Source: an optimization exercise on an open RTL-to-GDS flow (aim: small area, a short achievable clock period and few clock cycles per item). Production flows keep margins and buffers that such runs may drop. Only simulation tests tie the RTL to the original design; equivalence was not proved.

## the reference run
==> flow/design.v <==
package alu_isa_pkg;
    localparam int word_width = 32;
    localparam int div_steps = 32;
    localparam int div_cnt_width = $clog2(div_steps);
    typedef logic [word_width-1:0] word_t;
    typedef enum logic [4:0] {
        OP_ADDU,
        OP_SUBU,
        OP_AND,
        OP_OR,
        OP_XOR,
        OP_NOR,
        OP_SLT,
        OP_SLTU,
        OP_SLL,
        OP_SRL,
        OP_SRA,
        OP_MULT,
        OP_MULTU,
        OP_DIV,
        OP_DIVU,
        OP_MFHI,
        OP_MFLO,
        OP_MTHI,
        OP_MTLO
    } alu_op_e;
endpackage
package alu_link_pkg;
    typedef struct packed {
        logic [4:0]                           op;
        logic [31:0] src_a;
        logic [31:0] src_b;
    } alu_cmd_t;
    typedef struct packed {
        logic                                 done;
        logic [31:0] result;
    } alu_resp_t;
    typedef struct packed {
        logic [31:0] dividend;
        logic [31:0] divisor;
        logic                                 is_signed;
    } div_req_t;
endpackage
module alu_unit_top #(
    parameter int ND = 2     
) (
    input  logic        clk,
    input  logic        rst,
    input  logic        req_i,
    input  logic [68:0] cmd_i,
    output logic        ack_o,
    output logic [31:0] result_o
);
    logic [4:0]  op;
    logic [31:0] a, b;
    assign op = cmd_i[68:64];
    assign a  = cmd_i[63:32];
    assign b  = cmd_i[31:0];
    logic        ack_q, busy_q, div_q, fix_q, sel_q;
    logic [3:0]  cnt_q;
    logic [31:0] hi_q, lo_q, res_q;
    logic        hx_q;       
    logic        bp_q;       
    logic        negq_q, negr_q;
    logic        ms_q;       
    logic        sh_q;       
    logic start;
    assign start = req_i && !ack_q && !busy_q;
    logic is_mul, is_div, mul_s, div_s;
    assign is_mul = (op == 5'd11) || (op == 5'd12);
    assign is_div = (op == 5'd13) || (op == 5'd14);
    assign mul_s  = (op == 5'd11);
    assign div_s  = (op == 5'd13);
    logic [32:0] addsub;
    logic        sub;
    assign sub    = op[0] | op[1];    
    assign addsub = {1'b0, a} + {1'b0, b ^ {32{sub}}} + {32'b0, sub};
    logic lt_s, lt_u;
    assign lt_u = !addsub[32];
    assign lt_s = (a[31] ^ b[31]) ? a[31] : addsub[31];
    logic        shl;
    logic [31:0] sh_in, sh_out, sh_rev;
    logic [63:0] sh_ext;
    assign shl = (op == 5'd8);
    always_comb begin
        for (int i = 0; i < 32; i++) sh_in[i] = shl ? a[31-i] : a[i];
    end
    assign sh_ext = {{32{(op == 5'd10) && a[31]}}, sh_in} >> b[4:0];
    assign sh_out = sh_ext[31:0];
    always_comb begin
        for (int i = 0; i < 32; i++) sh_rev[i] = sh_out[31-i];
    end
    logic s_add, s_and, s_or, s_xor, s_nor, s_slt, s_sltu, s_sll, s_srx, s_mfhi;
    assign s_add  = (op == 5'd0) || (op == 5'd1);
    assign s_and  = (op == 5'd2);
    assign s_or   = (op == 5'd3);
    assign s_xor  = (op == 5'd4);
    assign s_nor  = (op == 5'd5);
    assign s_slt  = (op == 5'd6);
    assign s_sltu = (op == 5'd7);
    assign s_sll  = (op == 5'd8);
    assign s_srx  = (op == 5'd9) || (op == 5'd10);
    assign s_mfhi = (op == 5'd15);
    logic [31:0] alu_res;
    assign alu_res = ({32{s_add}}  & addsub[31:0])
                   | ({32{s_and}}  & (a & b))
                   | ({32{s_or}}   & (a | b))
                   | ({32{s_xor}}  & (a ^ b))
                   | ({32{s_nor}}  & ~(a | b))
                   | ({32{s_sll}}  & sh_rev)
                   | ({32{s_srx}}  & sh_out)
                   | ({32{s_mfhi}} & hi_q)
                   | {31'b0, (s_slt & lt_s) | (s_sltu & lt_u)};
    logic [32:0] m_hsrc;
    logic [31:0] m_lsrc;
    logic        m_pb, m_last;
    logic [32:0] m_a;
    assign m_hsrc = {hx_q, hi_q};
    assign m_lsrc = lo_q;
    assign m_pb   = bp_q;
    assign m_last = (cnt_q == (sh_q ? 4'(8 / ND - 1) : 4'(16 / ND - 1)));
    assign m_a    = {ms_q && res_q[31], res_q};
    function automatic logic [35:0] booth_row(input logic [2:0] bits, input logic [32:0] x);
        logic one, two, neg;
        logic [33:0] mag;
        one = bits[0] ^ bits[1];
        two = (bits[2] & ~bits[1] & ~bits[0]) | (~bits[2] & bits[1] & bits[0]);
        neg = bits[2];
        mag = ({34{one}} & {x[32], x}) | ({34{two}} & {x, 1'b0});
        booth_row = {{2{neg ^ mag[33]}}, mag ^ {34{neg}}};
    endfunction
    localparam int SW = 34 + 2 * ND;
    logic [SW-1:0] m_sum;
    logic          m_corr;
    logic [SW-1:0] m_ops [0:ND+1];
    always_comb begin
        logic [35:0] row;
        logic [2:0]  bits;
        logic [SW-1:0] fix;
        m_corr = m_last && !ms_q && m_lsrc[2*ND-1];
        fix    = {SW{m_corr}} & (SW'(res_q) << (2 * ND));
        for (int i = 0; i < ND; i++) begin
            bits     = (i == 0) ? {m_lsrc[1:0], m_pb} : m_lsrc[2*i+1 -: 3];
            row      = booth_row(bits, m_a);
            m_ops[i] = SW'({{(SW-36){row[35]}}, row}) << (2 * i);
        end
        for (int i = 0; i < ND; i++) begin
            bits = (i == 0) ? {m_lsrc[1:0], m_pb} : m_lsrc[2*i+1 -: 3];
            if (i + 1 < ND) m_ops[i+1][2*i] = bits[2];
            else            fix[2*i] = bits[2];
        end
        m_ops[ND]   = {{(SW-33){m_hsrc[32]}}, m_hsrc};
        m_ops[ND+1] = fix;
    end
    function automatic logic [2*SW-1:0] csa(input logic [SW-1:0] x, input logic [SW-1:0] y,
                                            input logic [SW-1:0] z);
        logic [SW-1:0] cy;
        cy  = (x & y) | (x & z) | (y & z);
        csa = {cy[SW-2:0], 1'b0, x ^ y ^ z};
    endfunction
    logic [SW-1:0] m_s, m_c;
    generate
        if (ND == 2) begin : g_tree2
            logic [SW-1:0] s1, c1;
            assign {c1, s1}   = csa(m_ops[0], m_ops[1], m_ops[2]);
            assign {m_c, m_s} = csa(s1, c1, m_ops[3]);
        end else begin : g_tree4
            logic [SW-1:0] s1, c1, s2, c2, s3, c3;
            assign {c1, s1}   = csa(m_ops[0], m_ops[1], m_ops[2]);
            assign {c2, s2}   = csa(m_ops[3], m_ops[4], m_ops[5]);
            assign {c3, s3}   = csa(s1, c1, s2);
            assign {m_c, m_s} = csa(s3, c3, c2);
        end
    endgenerate
    assign m_sum = m_s + m_c;
    logic [31:0] d_r1, d_q1, d_r2, d_q2;
    logic [32:0] d_sh0, d_df0, d_sh1, d_df1;
    assign d_sh0 = {hi_q, lo_q[31]};
    assign d_df0 = d_sh0 - {1'b0, res_q};
    assign d_r1  = d_df0[32] ? d_sh0[31:0] : d_df0[31:0];
    assign d_q1  = {lo_q[30:0], !d_df0[32]};
    assign d_sh1 = {d_r1, d_q1[31]};
    assign d_df1 = d_sh1 - {1'b0, res_q};
    assign d_r2  = d_df1[32] ? d_sh1[31:0] : d_df1[31:0];
    assign d_q2  = {d_q1[30:0], !d_df1[32]};
    logic        negA, negB, n1s, n2s;
    logic [31:0] n1x, n2x, n1y, n2y;
    assign negA = div_s && a[31];
    assign negB = div_s && b[31];
    assign n1x  = busy_q ? lo_q : a;
    assign n2x  = busy_q ? hi_q : b;
    assign n1s  = busy_q ? negq_q : negA;
    assign n2s  = busy_q ? negr_q : negB;
    function automatic logic [31:0] or_below(input logic [31:0] x);
        logic [31:0] p, t;
        p = x;
        for (int l = 0; l < 5; l++) begin
            t = p;
            for (int i = 0; i < 32; i++)
                if ((i >> l) & 1) p[i] = t[i] | t[((i >> l) << l) - 1];
        end
        or_below = {p[30:0], 1'b0};
    endfunction
    assign n1y  = n1x ^ ({32{n1s}} & or_below(n1x));
    assign n2y  = n2x ^ ({32{n2s}} & or_below(n2x));
    logic [31:0] d_hi0, d_lo0;
    logic [3:0]  d_cnt0;
    logic        b_nz, za8, za16, za24, gb8, gb16, gb24, sk1, sk2, sk3;
    assign b_nz = (b != 32'b0);
    assign za8  = negA ? (&a[31:8])  && (a[7:0]  != 8'b0)  : (a[31:8]  == 24'b0);
    assign za16 = negA ? (&a[31:16]) && (a[15:0] != 16'b0) : (a[31:16] == 16'b0);
    assign za24 = negA ? (&a[31:24]) && (a[23:0] != 24'b0) : (a[31:24] == 8'b0);
    assign gb8  = negB ? !(&b[31:8])  : (b[31:8]  != 24'b0);
    assign gb16 = negB ? !(&b[31:16]) : (b[31:16] != 16'b0);
    assign gb24 = negB ? !(&b[31:24]) : (b[31:24] != 8'b0);
    assign sk1 = za24 || gb8;
    assign sk2 = za16 || gb16 || (za24 && gb8);
    assign sk3 = za8 || gb24 || (za16 && gb8) || (za24 && gb16);
    always_comb begin
        if (sk3) begin
            d_hi0 = {8'b0, n1y[31:8]};  d_lo0 = {n1y[7:0], {24{!b_nz}}};  d_cnt0 = 4'd12;
        end else if (sk2) begin
            d_hi0 = {16'b0, n1y[31:16]}; d_lo0 = {n1y[15:0], {16{!b_nz}}}; d_cnt0 = 4'd8;
        end else if (sk1) begin
            d_hi0 = {24'b0, n1y[31:24]}; d_lo0 = {n1y[23:0], {8{!b_nz}}};  d_cnt0 = 4'd4;
        end else begin
            d_hi0 = 32'b0;              d_lo0 = n1y;                     d_cnt0 = 4'd0;
        end
    end
    logic m_sa;
    assign m_sa  = mul_s ? (&a[31:15] || a[31:15] == 17'b0) : (a[31:16] == 16'b0);
    always_ff @(posedge clk) begin
        if (rst) begin
            ack_q  <= 1'b0;
            busy_q <= 1'b0;
            div_q  <= 1'b0;
            fix_q  <= 1'b0;
            sel_q  <= 1'b0;
            cnt_q  <= '0;
            hi_q   <= '0;
            lo_q   <= '0;
        end else begin
            if (!req_i) ack_q <= 1'b0;
            if (start) begin
                cnt_q <= '0;
                fix_q <= 1'b0;
                sel_q <= 1'b1;
                if (is_mul) begin
                    busy_q <= 1'b1;
                    div_q  <= 1'b0;
                    ms_q   <= mul_s;
                    hx_q   <= 1'b0;
                    hi_q   <= '0;
                    bp_q   <= 1'b0;
                    sh_q   <= m_sa;
                    lo_q   <= n1y;
                    res_q  <= n2y;
                end else if (is_div) begin
                    busy_q <= 1'b1;
                    div_q  <= 1'b1;
                    hi_q   <= d_hi0;
                    lo_q   <= d_lo0;
                    cnt_q  <= d_cnt0;
                    res_q  <= n2y;
                    negq_q <= (negA ^ negB) && b_nz;
                    negr_q <= negA;
                end else begin
                    ack_q <= 1'b1;
                    res_q <= alu_res;
                    sel_q <= (op == 5'd16) || (op == 5'd17) || (op == 5'd18);
                    if (op == 5'd17) hi_q <= a;
                    if (op == 5'd18) lo_q <= a;
                end
            end else if (busy_q) begin
                if (!div_q) begin
                    {hx_q, hi_q} <= m_sum[2*ND+32:2*ND];
                    lo_q   <= {m_sum[2*ND-1:0], m_lsrc[31:2*ND]};
                    bp_q   <= m_lsrc[2*ND-1];
                    cnt_q  <= cnt_q + 4'd1;
                    if (m_last) begin
                        busy_q <= 1'b0;
                        ack_q  <= 1'b1;
                        if (sh_q) begin
                            hi_q <= {{16{m_sum[2*ND+32]}}, m_sum[2*ND+31:2*ND+16]};
                            lo_q <= {m_sum[2*ND+15:0], m_lsrc[31:2*ND+16]};
                        end
                    end
                end else if (!fix_q) begin
                    hi_q  <= d_r2;
                    lo_q  <= d_q2;
                    cnt_q <= cnt_q + 4'd1;
                    if (cnt_q == 4'd15) begin
                        if (negq_q || negr_q) begin
                            fix_q <= 1'b1;
                        end else begin
                            busy_q <= 1'b0;
                            ack_q  <= 1'b1;
                        end
                    end
                end else begin
                    hi_q   <= n2y;
                    lo_q   <= n1y;
                    busy_q <= 1'b0;
                    ack_q  <= 1'b1;
                end
            end
        end
    end
    assign ack_o    = ack_q;
    assign result_o = sel_q ? lo_q : res_q;
endmodule
==> flow/config.mk <==
export PLATFORM = sky130hd
export DESIGN_NAME = alu_unit_top
export DESIGN_NICKNAME = alu_unit_top
export VERILOG_FILES = /design/flow/design.v
export SDC_FILE = /design/flow/constraint.sdc
export NUM_CORES = 4
export LEC_CHECK = 0
export ABC_AREA = 1
export CAP_MARGIN = 20
export CORE_MARGIN = 2
export CORE_UTILIZATION = 50
export SETUP_SLACK_MARGIN = 5
export SLEW_MARGIN = 20
==> flow/constraint.sdc <==
create_clock -name core_clock -period 11.5 [get_ports {clk}]
set_input_delay 2.3000 -clock core_clock [delete_from_list [all_inputs] [get_ports {clk}]]
set_output_delay 2.3000 -clock core_clock [all_outputs]
set_load 0.01 [all_outputs]
standard.sh (not shown) runs the stock make flow with config.mk's settings and CLKGATE_MAP_FILE= SYNTH_SCRIPT=/design/flow/synth_recipe.tcl, a recipe that flattens the netlist after the stock synthesis.
==> flow/flow/run.sh <==
#!/bin/bash
# Standard ORFS layout (the standard.sh, standard synthesis unchanged) with
# two layout-only changes: ports buffered with buf_2 instead of the delay-cell
# buffer buffer_ports picks by default, and a larger setup repair margin.
set -o pipefail
bash standard.sh \
    "BUFFER_PORTS_ARGS=-buffer_cell sky130_fd_sc_hd__buf_2" \
    SETUP_SLACK_MARGIN=6.25 \
    finish > standard.log 2>&1
Testbench counts of the reference run, summed over its fixed seeds: cycles 8,189, items 2,400.
Input-level comparison between the trial run and the reference run:
--- a/flow/design.v
+++ b/flow/design.v
@@ -62,10 +62,11 @@
     logic        hx_q;       
     logic        bp_q;       
     logic        negq_q, negr_q;
     logic        ms_q;       
     logic        sh_q;       
+    logic        s8_q;       
     logic start;
     assign start = req_i && !ack_q && !busy_q;
     logic is_mul, is_div, mul_s, div_s;
     assign is_mul = (op == 5'd11) || (op == 5'd12);
     assign is_div = (op == 5'd13) || (op == 5'd14);
@@ -116,11 +117,11 @@
     logic        m_pb, m_last;
     logic [32:0] m_a;
     assign m_hsrc = {hx_q, hi_q};
     assign m_lsrc = lo_q;
     assign m_pb   = bp_q;
-    assign m_last = (cnt_q == (sh_q ? 4'(8 / ND - 1) : 4'(16 / ND - 1)));
+    assign m_last = (cnt_q == (s8_q ? 4'(4 / ND - 1) : sh_q ? 4'(8 / ND - 1) : 4'(16 / ND - 1)));
     assign m_a    = {ms_q && res_q[31], res_q};
     function automatic logic [35:0] booth_row(input logic [2:0] bits, input logic [32:0] x);
         logic one, two, neg;
         logic [33:0] mag;
         one = bits[0] ^ bits[1];
@@ -225,64 +226,72 @@
             d_hi0 = {24'b0, n1y[31:24]}; d_lo0 = {n1y[23:0], {8{!b_nz}}};  d_cnt0 = 4'd4;
         end else begin
             d_hi0 = 32'b0;              d_lo0 = n1y;                     d_cnt0 = 4'd0;
         end
     end
-    logic m_sa;
+    logic m_sa, m_s8;
     assign m_sa  = mul_s ? (&a[31:15] || a[31:15] == 17'b0) : (a[31:16] == 16'b0);
+    assign m_s8  = mul_s ? (&a[31:7]  || a[31:7]  == 25'b0) : (a[31:8]  == 24'b0);
+    logic idle;
+    assign idle = !ack_q && !busy_q;
+    always_ff @(posedge clk) begin
+        if (idle) begin
+            res_q  <= (is_mul || is_div) ? n2y : alu_res;
+            sel_q  <= is_mul || is_div || (op == 5'd16) || (op == 5'd17) || (op == 5'd18);
+            ms_q   <= mul_s;
+            sh_q   <= m_sa;
+            s8_q   <= m_s8;
+            hx_q   <= 1'b0;
+            bp_q   <= 1'b0;
+            negq_q <= (negA ^ negB) && b_nz;
+            negr_q <= negA;
+        end else if (busy_q && !div_q) begin
+            {hx_q, bp_q} <= {m_sum[2*ND+32], m_lsrc[2*ND-1]};
+        end
+    end
     always_ff @(posedge clk) begin
         if (rst) begin
             ack_q  <= 1'b0;
             busy_q <= 1'b0;
             div_q  <= 1'b0;
             fix_q  <= 1'b0;
-            sel_q  <= 1'b0;
             cnt_q  <= '0;
             hi_q   <= '0;
             lo_q   <= '0;
         end else begin
             if (!req_i) ack_q <= 1'b0;
             if (start) begin
                 cnt_q <= '0;
                 fix_q <= 1'b0;
-                sel_q <= 1'b1;
                 if (is_mul) begin
                     busy_q <= 1'b1;
                     div_q  <= 1'b0;
-                    ms_q   <= mul_s;
-                    hx_q   <= 1'b0;
                     hi_q   <= '0;
-                    bp_q   <= 1'b0;
-                    sh_q   <= m_sa;
                     lo_q   <= n1y;
-                    res_q  <= n2y;
                 end else if (is_div) begin
                     busy_q <= 1'b1;
                     div_q  <= 1'b1;
                     hi_q   <= d_hi0;
                     lo_q   <= d_lo0;
                     cnt_q  <= d_cnt0;
-                    res_q  <= n2y;
-                    negq_q <= (negA ^ negB) && b_nz;
-                    negr_q <= negA;
                 end else begin
                     ack_q <= 1'b1;
-                    res_q <= alu_res;
-                    sel_q <= (op == 5'd16) || (op == 5'd17) || (op == 5'd18);
                     if (op == 5'd17) hi_q <= a;
                     if (op == 5'd18) lo_q <= a;
                 end
             end else if (busy_q) begin
                 if (!div_q) begin
-                    {hx_q, hi_q} <= m_sum[2*ND+32:2*ND];
+                    hi_q   <= m_sum[2*ND+31:2*ND];
                     lo_q   <= {m_sum[2*ND-1:0], m_lsrc[31:2*ND]};
-                    bp_q   <= m_lsrc[2*ND-1];
                     cnt_q  <= cnt_q + 4'd1;
                     if (m_last) begin
                         busy_q <= 1'b0;
                         ack_q  <= 1'b1;
-                        if (sh_q) begin
+                        if (s8_q) begin
+                            hi_q <= {{24{m_sum[2*ND+32]}}, m_sum[2*ND+31:2*ND+24]};
+                            lo_q <= {m_sum[2*ND+23:0], m_lsrc[31:2*ND+24]};
+                        end else if (sh_q) begin
                             hi_q <= {{16{m_sum[2*ND+32]}}, m_sum[2*ND+31:2*ND+16]};
                             lo_q <= {m_sum[2*ND+15:0], m_lsrc[31:2*ND+16]};
                         end
                     end
                 end else if (!fix_q) begin
Notes after the runs:
The trial run vs the reference run, global-route usage went up by 0.82 points. Fraction of area in registers of the reference run is on par with the trial run. Lower hold slack among the reference run and the trial run: the reference run. The trial run: cell area about 1.7% above the reference run. Comparing the reference run and the trial run, the lower via count is on the reference run.
Testbench counts of the trial run, summed over its fixed seeds: cycles 8,033, items 2,400.

## static timing again, ports no longer ideal
The flow's constraints put no driver on any port. The routed layouts listed below were extracted and timed again, unchanged, in two steps. Step 1 (the two cells are an assumption about what drives the block):
set clk [get_ports {clk}]
set_driving_cell -lib_cell sky130_fd_sc_hd__clkbuf_16 $clk
set_driving_cell -lib_cell sky130_fd_sc_hd__buf_2 [delete_from_list [all_inputs] $clk]
Step 2 also shifts input and output timing later by t, the mid clock arrival at the registers, as if the neighbouring blocks saw the same clock. Slacks: no drivers / after step 1 / after step 2; pairs: no drivers / after step 1.
run	t, ns	slack for setup (ns)	hold slack, ns	worst setup path after step 2	worst data-port slew with drivers (ns)
the reference run	0.464	6.178 / 6.209 / 5.757	0.490 / 0.490 / 0.490	input to register	0.04
the trial run	0.478	6.137 / 6.179 / 5.701	0.544 / 0.544 / 0.544	input to register	0.07
After both steps setup and hold are still met in every run listed. For the trial run, which loses most, drivers alone change the setup slack by +0.042 ns; drivers and shift together by -0.436 ns.
